What follows belongs to an exercise in optimizing a design on an open flow for a short achievable clock period and few clock cycles per item; a production flow would make more cautious choices.
In this exercise RTL edits were held to simulation tests only and were not proved equivalent to the original.

**flow/design.v**
```verilog
package oflow_bbox_pkg;
	typedef logic [10-1:0] coord_t;   
	typedef logic [(2*10)-1:0]  area_t;    
	typedef logic [16-1:0]  cost_t;    
	typedef logic [2-1:0]  slot_t;    
	function automatic coord_t span(input coord_t tl, input coord_t br);
		logic [10:0] d;
		d    = {1'b0, br} - {1'b0, tl};
		span = d[10] ? '0 : d[10-1:0];
	endfunction
	function automatic logic [3:0] therm_enc(input logic [14:0] t);
		logic [15:0] top;    
		top[0]  = ~t[0];
		for (int j = 1; j < 15; j++)
			top[j] = t[j-1] & ~t[j];
		top[15] = t[14];
		therm_enc = '0;
		for (int j = 0; j < 16; j++)
			therm_enc = therm_enc | ({4{top[j]}} & 4'(j));
	endfunction
endpackage
package oflow_ctrl_pkg;
	typedef enum logic [2:0] {
		idle_st,      
		fetch_st,     
		score_st,     
		compare_st,   
		finish_st     
	} match_state_t;
endpackage
module oflow_history_buf (
	input  logic                    clk,
	input  logic                    reset_N,
	input  logic                    we,
	input  oflow_bbox_pkg::slot_t   waddr,
	input  oflow_bbox_pkg::coord_t  w_x_tl,
	input  oflow_bbox_pkg::coord_t  w_y_tl,
	input  oflow_bbox_pkg::coord_t  w_x_br,
	input  oflow_bbox_pkg::coord_t  w_y_br,
	output logic [4-1:0][10-1:0] r_x_tl,
	output logic [4-1:0][10-1:0] r_y_tl,
	output logic [4-1:0][10-1:0] r_x_br,
	output logic [4-1:0][10-1:0] r_y_br,
	output logic [4-1:0][10-1:0] r_w,      
	output logic [4-1:0][10-1:0] r_h       
);
	always_ff @(posedge clk or posedge reset_N) begin
		if (reset_N) begin
			for (int i = 0; i < 4; i++) begin
				r_x_tl[i] <= '0;   
				r_y_tl[i] <= '0;
				r_x_br[i] <= '0;
				r_y_br[i] <= '0;
				r_w[i]    <= '0;
				r_h[i]    <= '0;
			end
		end else if (we) begin
			r_x_tl[waddr] <= w_x_tl;
			r_y_tl[waddr] <= w_y_tl;
			r_x_br[waddr] <= w_x_br;
			r_y_br[waddr] <= w_y_br;
			r_w[waddr]    <= oflow_bbox_pkg::span(w_x_tl, w_x_br);
			r_h[waddr]    <= oflow_bbox_pkg::span(w_y_tl, w_y_br);
		end
	end
endmodule
module oflow_seq_div (
	input  logic [(2*10):0]        rem,
	input  logic [15*((2*10)+5)-1:0] mult,    
	output logic [3:0]              digit,
	output logic [(2*10):0]        rem_nxt
);
	localparam int RW = (2*10) + 1;    
	localparam int MW = (2*10) + 5;    
	logic [MW-1:0] sh;
	logic [MW:0]   t [16];
	logic [15:0]   ge;
	logic [15:0]   pick;    
	always_comb begin
		sh    = {rem, 4'b0};
		t[0]  = {1'b0, sh};
		ge[0] = 1'b1;
		for (int j = 1; j < 16; j++) begin
			t[j]  = {1'b0, sh} - {1'b0, mult[(j-1)*MW +: MW]};
			ge[j] = ~t[j][MW];
		end
		for (int j = 0; j < 15; j++)
			pick[j] = ge[j] & ~ge[j+1];
		pick[15] = ge[15];
		digit   = '0;
		rem_nxt = '0;
		for (int j = 0; j < 16; j++) begin
			digit   = digit   | ({4{pick[j]}} & 4'(j));
			rem_nxt = rem_nxt | ({RW{pick[j]}} & t[j][RW-1:0]);
		end
	end
endmodule
module oflow_calc_iou (
	input  oflow_bbox_pkg::coord_t a_x_tl,
	input  oflow_bbox_pkg::coord_t a_y_tl,
	input  oflow_bbox_pkg::coord_t a_x_br,
	input  oflow_bbox_pkg::coord_t a_y_br,
	input  oflow_bbox_pkg::coord_t b_x_tl,
	input  oflow_bbox_pkg::coord_t b_y_tl,
	input  oflow_bbox_pkg::coord_t b_x_br,
	input  oflow_bbox_pkg::coord_t b_y_br,
	output oflow_bbox_pkg::coord_t i_w,
	output oflow_bbox_pkg::coord_t i_h
);
	function automatic oflow_bbox_pkg::coord_t overlap(
		input oflow_bbox_pkg::coord_t atl, input oflow_bbox_pkg::coord_t abr,
		input oflow_bbox_pkg::coord_t btl, input oflow_bbox_pkg::coord_t bbr);
		logic [10:0] d_aa, d_ab, d_ba, d_bb, d;
		logic              br_a, tl_a;
		d_aa = {1'b0, abr} - {1'b0, atl};
		d_ab = {1'b0, abr} - {1'b0, btl};
		d_ba = {1'b0, bbr} - {1'b0, atl};
		d_bb = {1'b0, bbr} - {1'b0, btl};
		br_a = (abr < bbr);     
		tl_a = (atl > btl);     
		d = ({(10+1){ br_a &  tl_a}} & d_aa) |
		    ({(10+1){ br_a & ~tl_a}} & d_ab) |
		    ({(10+1){~br_a &  tl_a}} & d_ba) |
		    ({(10+1){~br_a & ~tl_a}} & d_bb);
		overlap = d[10] ? '0 : d[10-1:0];
	endfunction
	assign i_w = overlap(a_x_tl, a_x_br, b_x_tl, b_x_br);
	assign i_h = overlap(a_y_tl, a_y_br, b_y_tl, b_y_br);
endmodule
module oflow_slot_counter (
	input  logic                  clk,
	input  logic                  reset_N,
	input  logic                  clr,
	input  logic                  step,
	output oflow_bbox_pkg::slot_t slot_idx,
	output logic                  slot_last
);
	always_ff @(posedge clk or posedge reset_N) begin
		if (reset_N) begin
			slot_idx <= '0;
		end else if (clr) begin
			slot_idx <= '0;              
		end else if (step) begin
			slot_idx <= slot_idx + 1'b1;
		end
	end
	assign slot_last = (slot_idx == (4 - 1));
endmodule
module oflow_match_fsm #(
	parameter int LAT = 4
) (
	input  logic clk,
	input  logic reset_N,
	input  logic start,
	output logic accept,      
	output logic last_load,   
	output logic done,
	output logic busy,
	output logic [LAT:1] phase    
);
	logic [LAT:1] ph;
	assign phase = ph;
	always_ff @(posedge clk or posedge reset_N) begin
		if (reset_N)
			ph <= '0;
		else
			ph <= {ph[LAT-1:1], accept};
	end
	assign busy      = |ph;
	assign accept    = start && !busy;
	assign done      = ph[LAT];
	assign last_load = (LAT == 1) ? accept : ph[LAT-1];
endmodule
module oflow_best_select (
	input  logic [4-1:0][16-1:0] q,    
	input  logic [5:0]                          beats,
	output oflow_bbox_pkg::cost_t               best_cost,
	output oflow_bbox_pkg::slot_t               best_idx,
	output logic                                no_match
);
	logic [4-1:0] win;
	logic [16-1:0]     best_q;
	always_comb begin
		win[0] = ~beats[0] & ~beats[1] & ~beats[2];
		win[1] =  beats[0] & ~beats[3] & ~beats[4];
		win[2] =  beats[1] &  beats[3] & ~beats[5];
		win[3] =  beats[2] &  beats[4] &  beats[5];
		best_q   = '0;
		best_idx = '0;
		for (int k = 0; k < 4; k++) begin
			best_q   = best_q   | ({16{win[k]}} & q[k]);
			best_idx = best_idx | ({2{win[k]}} & 2'(k));
		end
		best_cost = ~best_q;
		no_match  = (best_cost > 16'hE000);
	end
endmodule
module oflow_match (
	input  logic                   clk,
	input  logic                   reset_N,
	input  logic                   start,
	input  logic                   hist_we,
	input  oflow_bbox_pkg::slot_t  hist_addr,
	input  oflow_bbox_pkg::coord_t hist_x_tl,
	input  oflow_bbox_pkg::coord_t hist_y_tl,
	input  oflow_bbox_pkg::coord_t hist_x_br,
	input  oflow_bbox_pkg::coord_t hist_y_br,
	input  oflow_bbox_pkg::coord_t cur_x_tl,
	input  oflow_bbox_pkg::coord_t cur_y_tl,
	input  oflow_bbox_pkg::coord_t cur_x_br,
	input  oflow_bbox_pkg::coord_t cur_y_br,
	output logic                   done,
	output logic                   busy,
	output oflow_bbox_pkg::slot_t  best_idx,
	output oflow_bbox_pkg::cost_t  best_cost,
	output logic                   no_match
);
	localparam int N   = 4;
	localparam int CW  = 10;
	localparam int AW  = (2*10);        
	localparam int RW  = (2*10) + 1;    
	localparam int MW  = (2*10) + 5;    
	localparam int LAT = 7;
	logic accept, last_load;
	logic [LAT:1] ph;
	oflow_match_fsm #(.LAT(LAT)) fsm_i (
		.clk (clk), .reset_N (reset_N), .start (start),
		.accept (accept), .last_load (last_load),
		.done (done), .busy (busy), .phase (ph)
	);
	logic [N-1:0][CW-1:0] h_x_tl, h_y_tl, h_x_br, h_y_br, h_w, h_h;
	logic [N-1:0][AW-1:0] h_area_q;
	oflow_history_buf hist_i (
		.clk    (clk),       .reset_N (reset_N),
		.we     (hist_we),   .waddr   (hist_addr),
		.w_x_tl (hist_x_tl), .w_y_tl  (hist_y_tl),
		.w_x_br (hist_x_br), .w_y_br  (hist_y_br),
		.r_x_tl (h_x_tl),    .r_y_tl  (h_y_tl),
		.r_x_br (h_x_br),    .r_y_br  (h_y_br),
		.r_w    (h_w),       .r_h     (h_h)
	);
	always_ff @(posedge clk)
		for (int s = 0; s < N; s++)
			h_area_q[s] <= AW'(h_w[s]) * AW'(h_h[s]);
	logic [CW-1:0]        cw_q, ch_q;
	logic [N-1:0][CW-1:0] iw, ih, iw_q, ih_q;
	for (genvar s = 0; s < N; s++) begin : g_side
		oflow_calc_iou side_i (
			.a_x_tl (cur_x_tl),  .a_y_tl (cur_y_tl),
			.a_x_br (cur_x_br),  .a_y_br (cur_y_br),
			.b_x_tl (h_x_tl[s]), .b_y_tl (h_y_tl[s]),
			.b_x_br (h_x_br[s]), .b_y_br (h_y_br[s]),
			.i_w    (iw[s]),     .i_h    (ih[s])
		);
	end
	always_ff @(posedge clk) begin
		cw_q <= oflow_bbox_pkg::span(cur_x_tl, cur_x_br);
		ch_q <= oflow_bbox_pkg::span(cur_y_tl, cur_y_br);
		iw_q <= iw;
		ih_q <= ih;
	end
	logic [N-1:0][AW-1:0] inter_q;
	logic [N-1:0][RW-1:0] uni_q;
	always_ff @(posedge clk)
		for (int s = 0; s < N; s++) begin
			inter_q[s] <= AW'(iw_q[s]) * AW'(ih_q[s]);
			uni_q[s]   <= RW'(cw_q) * RW'(ch_q) + RW'(h_area_q[s]) - RW'(iw_q[s]) * RW'(ih_q[s]);
		end
	logic [N-1:0][15*MW-1:0] mult_q;
	logic [N-1:0][RW-1:0]    rem_q, rem_nxt;
	logic [N-1:0][3:0]       dig;
	logic [N-1:0][15:0]      quo_q;
	logic [N-1:0]            live_q, same_q;
	for (genvar s = 0; s < N; s++) begin : g_div
		for (genvar j = 1; j < 16; j++) begin : g_j
			always_ff @(posedge clk)
				mult_q[s][(j-1)*MW +: MW] <= MW'(uni_q[s]) * MW'(j);
		end
		oflow_seq_div step_i (
			.rem (rem_q[s]), .mult (mult_q[s]), .digit (dig[s]), .rem_nxt (rem_nxt[s]));
		always_ff @(posedge clk) begin
			if (ph[2])
				rem_q[s] <= RW'(inter_q[s]);
			else
				rem_q[s] <= rem_nxt[s];
		end
		always_ff @(posedge clk or posedge reset_N) begin
			if (reset_N) begin
				quo_q[s]  <= '0;
				live_q[s] <= 1'b0;
				same_q[s] <= 1'b0;
			end else begin
				if (ph[2]) begin
					live_q[s] <= (uni_q[s] != '0);
					same_q[s] <= (RW'(inter_q[s]) == uni_q[s]);
				end
				if (ph[3] | ph[4] | ph[5] | ph[6])
					quo_q[s] <= {quo_q[s][11:0], dig[s]};
			end
		end
	end
	logic [N-1:0][15:0] qm;
	logic [5:0]         beats;
	for (genvar s = 0; s < N; s++) begin : g_mask
		assign qm[s] = !live_q[s] ? 16'h0000 : same_q[s] ? 16'hffff : quo_q[s];
	end
	assign beats[0] = qm[1] > qm[0];
	assign beats[1] = qm[2] > qm[0];
	assign beats[2] = qm[3] > qm[0];
	assign beats[3] = qm[2] > qm[1];
	assign beats[4] = qm[3] > qm[1];
	assign beats[5] = qm[3] > qm[2];
	oflow_best_select sel_i (
		.q (qm), .beats (beats),
		.best_cost (best_cost), .best_idx (best_idx), .no_match (no_match));
endmodule
```
**flow/run.sh**
```bash
#!/bin/bash
# synth_recipe.tcl (not shown) runs the flow's synth.tcl, then flattens the netlist and writes it again
# the make line also repeats each setting of config.mk as NAME=value (left out here)
make -C /OpenROAD-flow-scripts/flow DESIGN_CONFIG=/design/flow/config.mk WORK_HOME=/design/flow/orfs CLKGATE_MAP_FILE= SYNTH_SCRIPT=/design/flow/synth_recipe.tcl finish
```
**flow/config.mk**
```make
export PLATFORM = sky130hd
export DESIGN_NAME = oflow_match
export DESIGN_NICKNAME = oflow_match
export VERILOG_FILES = /design/flow/design.v
export SDC_FILE = /design/flow/constraint.sdc
export NUM_CORES = 4
export LEC_CHECK = 0
export ABC_CLOCK_PERIOD_IN_PS = 1000
export CAP_MARGIN = 20
export CORE_MARGIN = 2
export CORE_UTILIZATION = 40
export SETUP_SLACK_MARGIN = 3
export SLEW_MARGIN = 20
export TNS_END_PERCENT = 20
```
**flow/constraint.sdc**
```tcl
create_clock -name core_clock -period 9.0 [get_ports {clk}]
set_input_delay 1.8000 -clock core_clock [delete_from_list [all_inputs] [get_ports {clk}]]
set_output_delay 1.8000 -clock core_clock [all_outputs]
set_load 0.01 [all_outputs]
```
==> metrics.md <==
| Metric | Value |
|---|---|
| Total wire length | 718 mm |
| CTS Sinks | between 1000 and 1500 |
| Num rows | 256 |
| Via density | between 5 and 6 |
| Root cell of the clock tree | clkbuf_16 |
| Die Ht | roughly 700 um |
| Synthesized area per cell | between 8 and 9 sq um |
| WP data arrival | between 8000 and 9000 ps |
| Worst Hold Class | reg -> reg |
| P&R area growth vs syn | 10.2% |
| Run status | complete, no violations |
| Iter 0 DRT Violations | ~16000 |
| Commonest non-fill, non-tap cell in the layout | inv_1 |
| Area of the multi-input gates | approximately 150000 sq um |
| Mapped Cells | between 20000 and 25000 |
| Post-Route Setup TNS | 0 ps |
| Register area | approximately 31000 sq um |
| Max Fclk | between 100 and 150 MHz |
| CP peak stage delay | 540 ps |
| Register area share after synthesis | about 16% |
| Hpwl dp | ~580 mm |
| ANT nets after route | 0 |
| Final Hold Viols | 0 |
| Port Buffer Count | ~110 |
| Finished Core Util | 44.2% |
| Yosys reg bits | about 1400 |
| Critical Path RT | 9890 ps |
| EDFF count, synth | 0 |
| Overflow after GRT | 0 |
| Ys flop type | dfxtp_1 |
| Syn_nets | between 20000 and 30000 |
| Minimum clock period | 8060 ps |
| Tightest Pin Transition | about 1200 ps |
| Core footprint | approximately 490000 sq um |
| Hold path startpoint | fsm_i.ph[1]$_DFF_PP0_ |
| CP startpoint | ch_q[1]$_SDFF_PP0_ |
| Drt pass-1 iters | 10 |
| Slew Viols, Final | 0 |
| DRC | 0 |
| Normalized max-slew margin | 17.0% |
| Largest net degree at the start of global routing | between 100 and 150 |
| Htree depth | 4 |
| TritonCTS buffer count | around 200 |
| Layout cells sized above 1 | 5.72% |
| Crit. End Element | flip-flop |
| Worst reg2reg path startpoint | ch_q[1]$_SDFF_PP0_ |
| Synth warn | 7 |
| Crit path kind | reg -> reg |
| Filler cell count | ~48000 |
| Vias | roughly 170k |
| Crit-path leading delay family | adder cells |
| First-pass GRT wire length | 1060 mm |
| Commonest cells after routing, fill and taps aside | 3268 x inv_1, 3210 x ha_1, 1731 x nand2_1 |
| Slowest stage cell, crit path | fa_1 |
| GPL Wtd Cong | around 0.96 |
| Post-Syn Area | slightly below 200000 sq um |
| Antenna violations before repair | 37 |
| FFs w/ async S/R, synth | roughly 22% |
| Synth unique cells | 98 |
| Total track usage | between 20 and 30% |
| Startpoint class of the critical path | flip-flop |
| Max_cap viols | 0 |
| Nets@finish | approximately 28000 |
| Buf+Inv Stages, Crit Path | 9 |
| Worst-skew pair later-pin latency | ~960 ps |
| Most frequent CP cell | fa_1 |
| Die extent in x | approximately 700 um |
| Clock buffer depth | 4 |
| Vias in the first global route | 168000 |
| CTS tree | done |
| Setup violations, final | 0 |
| Clock Skew | roughly 85 ps |
| I/O pins | about 110 |
| Worst Path Max Fanout | 5 |
| Initial Util | between 40% and 50% |
| Final period util | between 80% and 90% |
| RSZ-0062 raised after global routing | true |
| Die area | between 400000 and 500000 sq um |
| Routed WL per cell | 23.9 um |
| Clock transition at the registers of the reported paths | about 60 ps |
## final timing paths
kind / end / slack, ps / cells past startpoint
max: uni_q[20]$_DFF_P_ / 940 / 32
min: fsm_i.ph[2]$_DFF_PP0_ / 370 / 0
max reg2reg: uni_q[20]$_DFF_P_ / 940 / 32
min reg2reg: fsm_i.ph[2]$_DFF_PP0_ / 370 / 0
max in group asynchronous: same_q[2]$_DFFE_PP0P_ / 5820 / 4
min in group asynchronous: hist_i.r_x_tl[17]$_DFFE_PP0P_ / 1320 / 2
## cell families (layout without fill, tap and decap cells)
kind of cell	Yosys count	after routing	share of synthesized area [%]
mux	102	102	0.533
buf+inv	3800	4224	7.34
xor+xnor	1935	1935	8.71
fa+ha+maj	4576	4576	34.5
compound gates	5816	5816	19.8
other cells	0	14	0
simple gates	5432	5433	13.4
flops	1447	1447	15.7
## state kept, by name, summed over array words and instances, names as in the netlist
| name | count |
|---|---|
| ch_q | 10 |
| cw_q | 10 |
| fsm_i.ph | 7 |
| h_area_q | 80 |
| hist_i.r_h | 40 |
| hist_i.r_w | 40 |
| hist_i.r_x_br | 40 |
| hist_i.r_x_tl | 40 |
| hist_i.r_y_br | 40 |
| hist_i.r_y_tl | 40 |
| ih_q | 40 |
| inter_q | 80 |
| iw_q | 40 |
| live_q | 4 |
| mult_q | 700 |
| quo_q | 64 |
| rem_q | 84 |
| same_q | 4 |
| uni_q | 84 |
## final cells by class
class / count / share of cell area, %
antenna: 14 / 0.0163
timing repair buffer: 565 / 2.20
inverter: 3298 / 5.77
clock inverter: 98 / 0.551
sequential: 1447 / 14.3
multi-input combinational: 17900 / 70.8
clock buffer: 263 / 2.62
tap: 6450 / 3.76
## routing by layer
| layer | vias up | wire length, um | GRT usage (%) |
|---|---|---|---|
| li1 | 80500 | - | - |
| met1 | 83200 | 316000 | 39.1 |
| met2 | 6560 | 318000 | 45.3 |
| met3 | 1253 | 54600 | 3.75 |
| met4 | 10 | 30000 | 10.4 |
| met5 | - | 82 | 0 |
## stage by stage
step | hold WS (ps) | cell area [sq um] | setup slack (ps) | instances
5_1_grt | 396 | 214000 | 616 | 30000
6_report | 371 | 215000 | 936 | 30000
2_1_floorplan | 349 | 195000 | 1420 | 23100
3_5_place_dp | 367 | 205000 | 306 | 29500
4_1_cts | 376 | 213000 | 791 | 29900
3_3_place_gp | 360 | 205000 | 275 | 29500
## repair_timing
action	in CTS	in global routing
setup buffers	38	55
gates resized for setup	189	260
hold buffers	0	0
pin swaps	116	56
cloned	0	1
endpoints found under the setup margin	92	130
## synth_stat cells (all sizes together) (60+ instances only)
master  number  area, sq um
and2       498         3120
dfxtp     1128        22600
nand4      188         1180
a21o       666         5000
mux2i       88          881
nand3      337         1690
fa        1314        26300
xor2       508         4450
o22ai       65          407
a211oi     265         1990
a22o       107          937
o31ai       60          450
nand2     1743         6540
o211ai      84          631
nor3       402         2060
xnor2     1427        12500
a31o        97          850
and3       111          694
nor2      1204         4520
o21ai     1098         5500
nor2b      278         1740
a31oi      144          901
a21boi     108          815
o21a       276         2070
inv       3298        12400
dfrtp      319         7980
or3        141          882
a221oi     154         1360
a22oi      247         1860
o21bai     259         1940
or2         73          457
ha        3262        40800
clkbuf     453         1700
a21oi     1494         7480
nand2b     243         1520
a222oi      62          621
Testbench counts, summed over its fixed seeds: cycles 4,651, runs 512.

## static timing again, ports no longer ideal
The flow's constraints put no driver on any port. The routed layout listed below was extracted and timed again, unchanged, in two steps.
Step 1 (the two cells are an assumption about what drives the block):
set clk [get_ports {clk}]
set_driving_cell -lib_cell sky130_fd_sc_hd__clkbuf_16 $clk
set_driving_cell -lib_cell sky130_fd_sc_hd__buf_2 [delete_from_list [all_inputs] $clk]
Step 2 also shifts input and output timing later by t, the mid clock arrival at the registers, as if the neighbouring blocks saw the same clock.
Three values: no drivers, after step 1, after step 2; two values: the first two.
shift t [ns]: 1.052
slack for setup (ns): 0.936 / 0.936 / 0.936
worst register clock-pin slew, ns: 0.08 / 0.08
worst data-port slew with drivers (ns): 0.14
After both steps this run still meets setup and hold. The setup slack of this run moves by 0.000 ns with the drivers and by 0.000 ns with both steps.
